This is an optimization exercise on Yosys and OpenROAD, whose aim is small area, not a production implementation.
The RTL was checked by simulation tests, not by an equivalence proof against the original design.
No activity file was given, so power comes from the tool's default toggle rates.

==> flow/design.v <==
package regfile_pkg;
   localparam int DATA_W   = 32;
   localparam int ADDR_W   = 5;
   localparam int NUM_REGS = 2**ADDR_W;
   localparam int ZERO_REG = 0;
   typedef logic [DATA_W-1:0] data_t;
   typedef logic [ADDR_W-1:0] idx_t;
endpackage
module rf_oai22 (input logic a1, a2, b1, b2, output logic y);
   assign y = ~((a1 | a2) & (b1 | b2));
endmodule
module rf_xor2 (input logic a, b, output logic y);
   assign y = a ^ b;
endmodule
module rf_nand2 (input logic a, b, output logic y);
   assign y = ~(a & b);
endmodule
module rf_aoi222 (input logic a1, a2, b1, b2, c1, c2, output logic y);
   assign y = ~((a1 & a2) | (b1 & b2) | (c1 & c2));
endmodule
module rf_nand4 (input logic a, b, c, d, output logic y);
   assign y = ~(a & b & c & d);
endmodule
module rf_nand3 (input logic a, b, c, output logic y);
   assign y = ~(a & b & c);
endmodule
module rf_ao2111 (input logic a1, a2, b, c, d, output logic y);
   assign y = (a1 & a2) | b | c | d;
endmodule
module regfile_read_port #(
   parameter int DATA_W = regfile_pkg::DATA_W,
   parameter int ADDR_W = regfile_pkg::ADDR_W
) (
   input  logic                              hold,
   input  logic [2**ADDR_W-1:1]              sel,
   input  logic [2**ADDR_W-1:1][DATA_W-1:0]  regs,
   input  logic [DATA_W-1:0]                 cur,
   output logic [DATA_W-1:0]                 nxt
);
   for (genvar b = 0; b < DATA_W; b++) begin : g_bit
      logic [10:0] y;
      logic [2:0]  p;
      for (genvar k = 0; k < 10; k++) begin : g_aoi
         rf_aoi222 u_aoi (
            .a1(sel[3*k+1]), .a2(regs[3*k+1][b]),
            .b1(sel[3*k+2]), .b2(regs[3*k+2][b]),
            .c1(sel[3*k+3]), .c2(regs[3*k+3][b]),
            .y(y[k]));
      end
      rf_nand2 u_last (.a(sel[31]), .b(regs[31][b]), .y(y[10]));
      rf_nand4 u_n0 (.a(y[0]), .b(y[1]), .c(y[2]), .d(y[3]), .y(p[0]));
      rf_nand4 u_n1 (.a(y[4]), .b(y[5]), .c(y[6]), .d(y[7]), .y(p[1]));
      rf_nand3 u_n2 (.a(y[8]), .b(y[9]), .c(y[10]), .y(p[2]));
      rf_ao2111 u_or (.a1(hold), .a2(cur[b]), .b(p[0]), .c(p[1]), .d(p[2]), .y(nxt[b]));
   end
endmodule
module register_file #(
   parameter int DATA_W = regfile_pkg::DATA_W,
   parameter int ADDR_W = regfile_pkg::ADDR_W
) (
   input  logic              clk,
   input  logic              rst,
   input  logic              rd_en,
   input  logic [ADDR_W-1:0] read_reg1,
   input  logic [ADDR_W-1:0] read_reg2,
   output logic [DATA_W-1:0] read_data1,
   output logic [DATA_W-1:0] read_data2,
   output logic              rd_valid,
   input  logic              reg_write,
   input  logic [ADDR_W-1:0] write_reg,
   input  logic [DATA_W-1:0] write_data
);
   localparam int NUM_REGS = 2**ADDR_W;
   logic [NUM_REGS-1:1][DATA_W-1:0] regs, regs_nxt;
   logic [NUM_REGS-1:1] wload, wkeep, sel1, sel2;
   logic [DATA_W-1:0] wcol, rd1_q, rd2_q, rd1_nxt, rd2_nxt;
   logic ph, rd1_ph, rd2_ph;
   logic rd_go, rd_hold;
   assign rd_go   = rd_en & ~rst;
   assign rd_hold = ~rd_en & ~rst;
   assign wcol    = write_data ^ {DATA_W{ph}};
   always_comb begin
      for (int i = 1; i < NUM_REGS; i++) begin
         wload[i] = rst || (reg_write && write_reg == ADDR_W'(i));
         wkeep[i] = rst || !(reg_write && write_reg == ADDR_W'(i));
         sel1[i]  = rd_go && read_reg1 == ADDR_W'(i);
         sel2[i]  = rd_go && read_reg2 == ADDR_W'(i);
      end
   end
   for (genvar i = 1; i < NUM_REGS; i++) begin : g_reg
      for (genvar b = 0; b < DATA_W; b++) begin : g_bit
         rf_oai22 u_wr (.a1(regs[i][b]), .a2(wload[i]), .b1(wcol[b]), .b2(wkeep[i]),
                        .y(regs_nxt[i][b]));
      end
   end
   regfile_read_port #(.DATA_W(DATA_W), .ADDR_W(ADDR_W)) u_port1 (
      .hold(rd_hold), .sel(sel1), .regs(regs), .cur(rd1_q), .nxt(rd1_nxt)
   );
   regfile_read_port #(.DATA_W(DATA_W), .ADDR_W(ADDR_W)) u_port2 (
      .hold(rd_hold), .sel(sel2), .regs(regs), .cur(rd2_q), .nxt(rd2_nxt)
   );
   always_ff @(posedge clk) begin
      regs     <= regs_nxt;
      ph       <= ~rst & ~ph;
      rd1_q    <= rd1_nxt;
      rd2_q    <= rd2_nxt;
      if (rst) begin
         rd1_ph <= 1'b0;
         rd2_ph <= 1'b0;
      end else if (rd_en) begin
         rd1_ph <= ph & (read_reg1 != '0);
         rd2_ph <= ph & (read_reg2 != '0);
      end
      rd_valid <= rd_go;
   end
   for (genvar b = 0; b < DATA_W; b++) begin : g_out
      rf_xor2 u_x1 (.a(rd1_q[b]), .b(rd1_ph), .y(read_data1[b]));
      rf_xor2 u_x2 (.a(rd2_q[b]), .b(rd2_ph), .y(read_data2[b]));
   end
endmodule
==> flow/config.mk <==
export PLATFORM = sky130hd
export DESIGN_NAME = register_file
export DESIGN_NICKNAME = register_file
export VERILOG_FILES = /design/flow/design.v
export SDC_FILE = /design/flow/constraint.sdc
export NUM_CORES = 4
export LEC_CHECK = 0
export CAP_MARGIN = 10
export CORE_MARGIN = 2
export CORE_UTILIZATION = 50
export CTS_BUF_LIST = sky130_fd_sc_hd__clkbuf_16
export CTS_CLUSTER_DIAMETER = 100
export CTS_CLUSTER_SIZE = 22
export SLEW_MARGIN = 10
export SYNTH_HIERARCHICAL = 1
==> flow/constraint.sdc <==
create_clock -name core_clock -period 5.0 [get_ports {clk}]
set_input_delay 1.0000 -clock core_clock [delete_from_list [all_inputs] [get_ports {clk}]]
set_output_delay 1.0000 -clock core_clock [all_outputs]
set_load 0.01 [all_outputs]
standard.sh (not shown) runs the stock make flow with config.mk's settings and CLKGATE_MAP_FILE= SYNTH_SCRIPT=/design/flow/synth_recipe.tcl, a recipe that flattens the netlist after the stock synthesis.
==> flow/flow/run.sh <==
#!/bin/bash
# The standard layout (standard.sh), with the ports buffered by the smallest
# buffer cell instead of the resizer's default choice. Make's full output is
# kept in flow_make.log in the work folder; ORFS's per-step logs are under orfs/logs.
set -euo pipefail
bash standard.sh BUFFER_PORTS_ARGS="-buffer_cell sky130_fd_sc_hd__buf_1" finish > flow_make.log 2>&1
The baseline ran to the end with no violations.
Next try:
==> flow/run.sh (new file) <==
#!/bin/bash
# synth_recipe.tcl (not shown) runs the flow's synth.tcl, then flattens the netlist and writes it again
# the make line also repeats each setting of config.mk as NAME=value (left out here)
make -C /OpenROAD-flow-scripts/flow DESIGN_CONFIG=/design/flow/config.mk WORK_HOME=/design/flow/orfs CLKGATE_MAP_FILE= SYNTH_SCRIPT=/design/flow/synth_recipe.tcl finish
- CAP_MARGIN: 10 -> 20
- CTS_CLUSTER_DIAMETER: 100 -> 60
- CTS_CLUSTER_SIZE: 22 -> 20
- SLEW_MARGIN: 10 -> 20
removed: flow/flow/run.sh
removed: flow/standard.sh
Outcome: Wire length climbs by 0.80%; power increases by 11%; global-route usage grows by 0.52 points; setup slack loses 0.098 ns; critical path depth came out lower by 6; utilization came out higher by 2.4 points; die area is unchanged; cell area rose by 4.3%; register-to-register slack hardly moves.

-- separate check: timing with driven ports --
The results above use ideal ports. As a check the final layouts listed here were re-extracted and re-timed, cells and wires unchanged.
Step 1 assumes that a clkbuf_16 drives the clock port and a buf_2 every other input.
Step 2 moves the port delays by t, midway between the first and last clock arrival at a register: inputs arrive t later, outputs are due t later. That takes back most of the time a late clock gives input paths.
Slacks: ideal ports / drivers / drivers and shift; pairs: ideal ports / drivers.
| run | shift t [ns] | setup slack, ns | worst setup path after step 2 | latest minus earliest clock arrival (ns) | worst register clock-pin slew, ns |
|---|---|---|---|---|---|
| the first run | 0.732 | 1.035 / 1.084 / 0.351 | input to register | 0.031 / 0.031 | 0.10 / 0.10 |
| the second run | 0.718 | 0.937 / 0.867 / 0.420 | input to register | 0.033 / 0.033 | 0.09 / 0.09 |
After both steps every run listed still meets setup and hold. For the first run, which loses most, drivers alone change the setup slack by +0.049 ns; drivers and shift together by -0.684 ns.
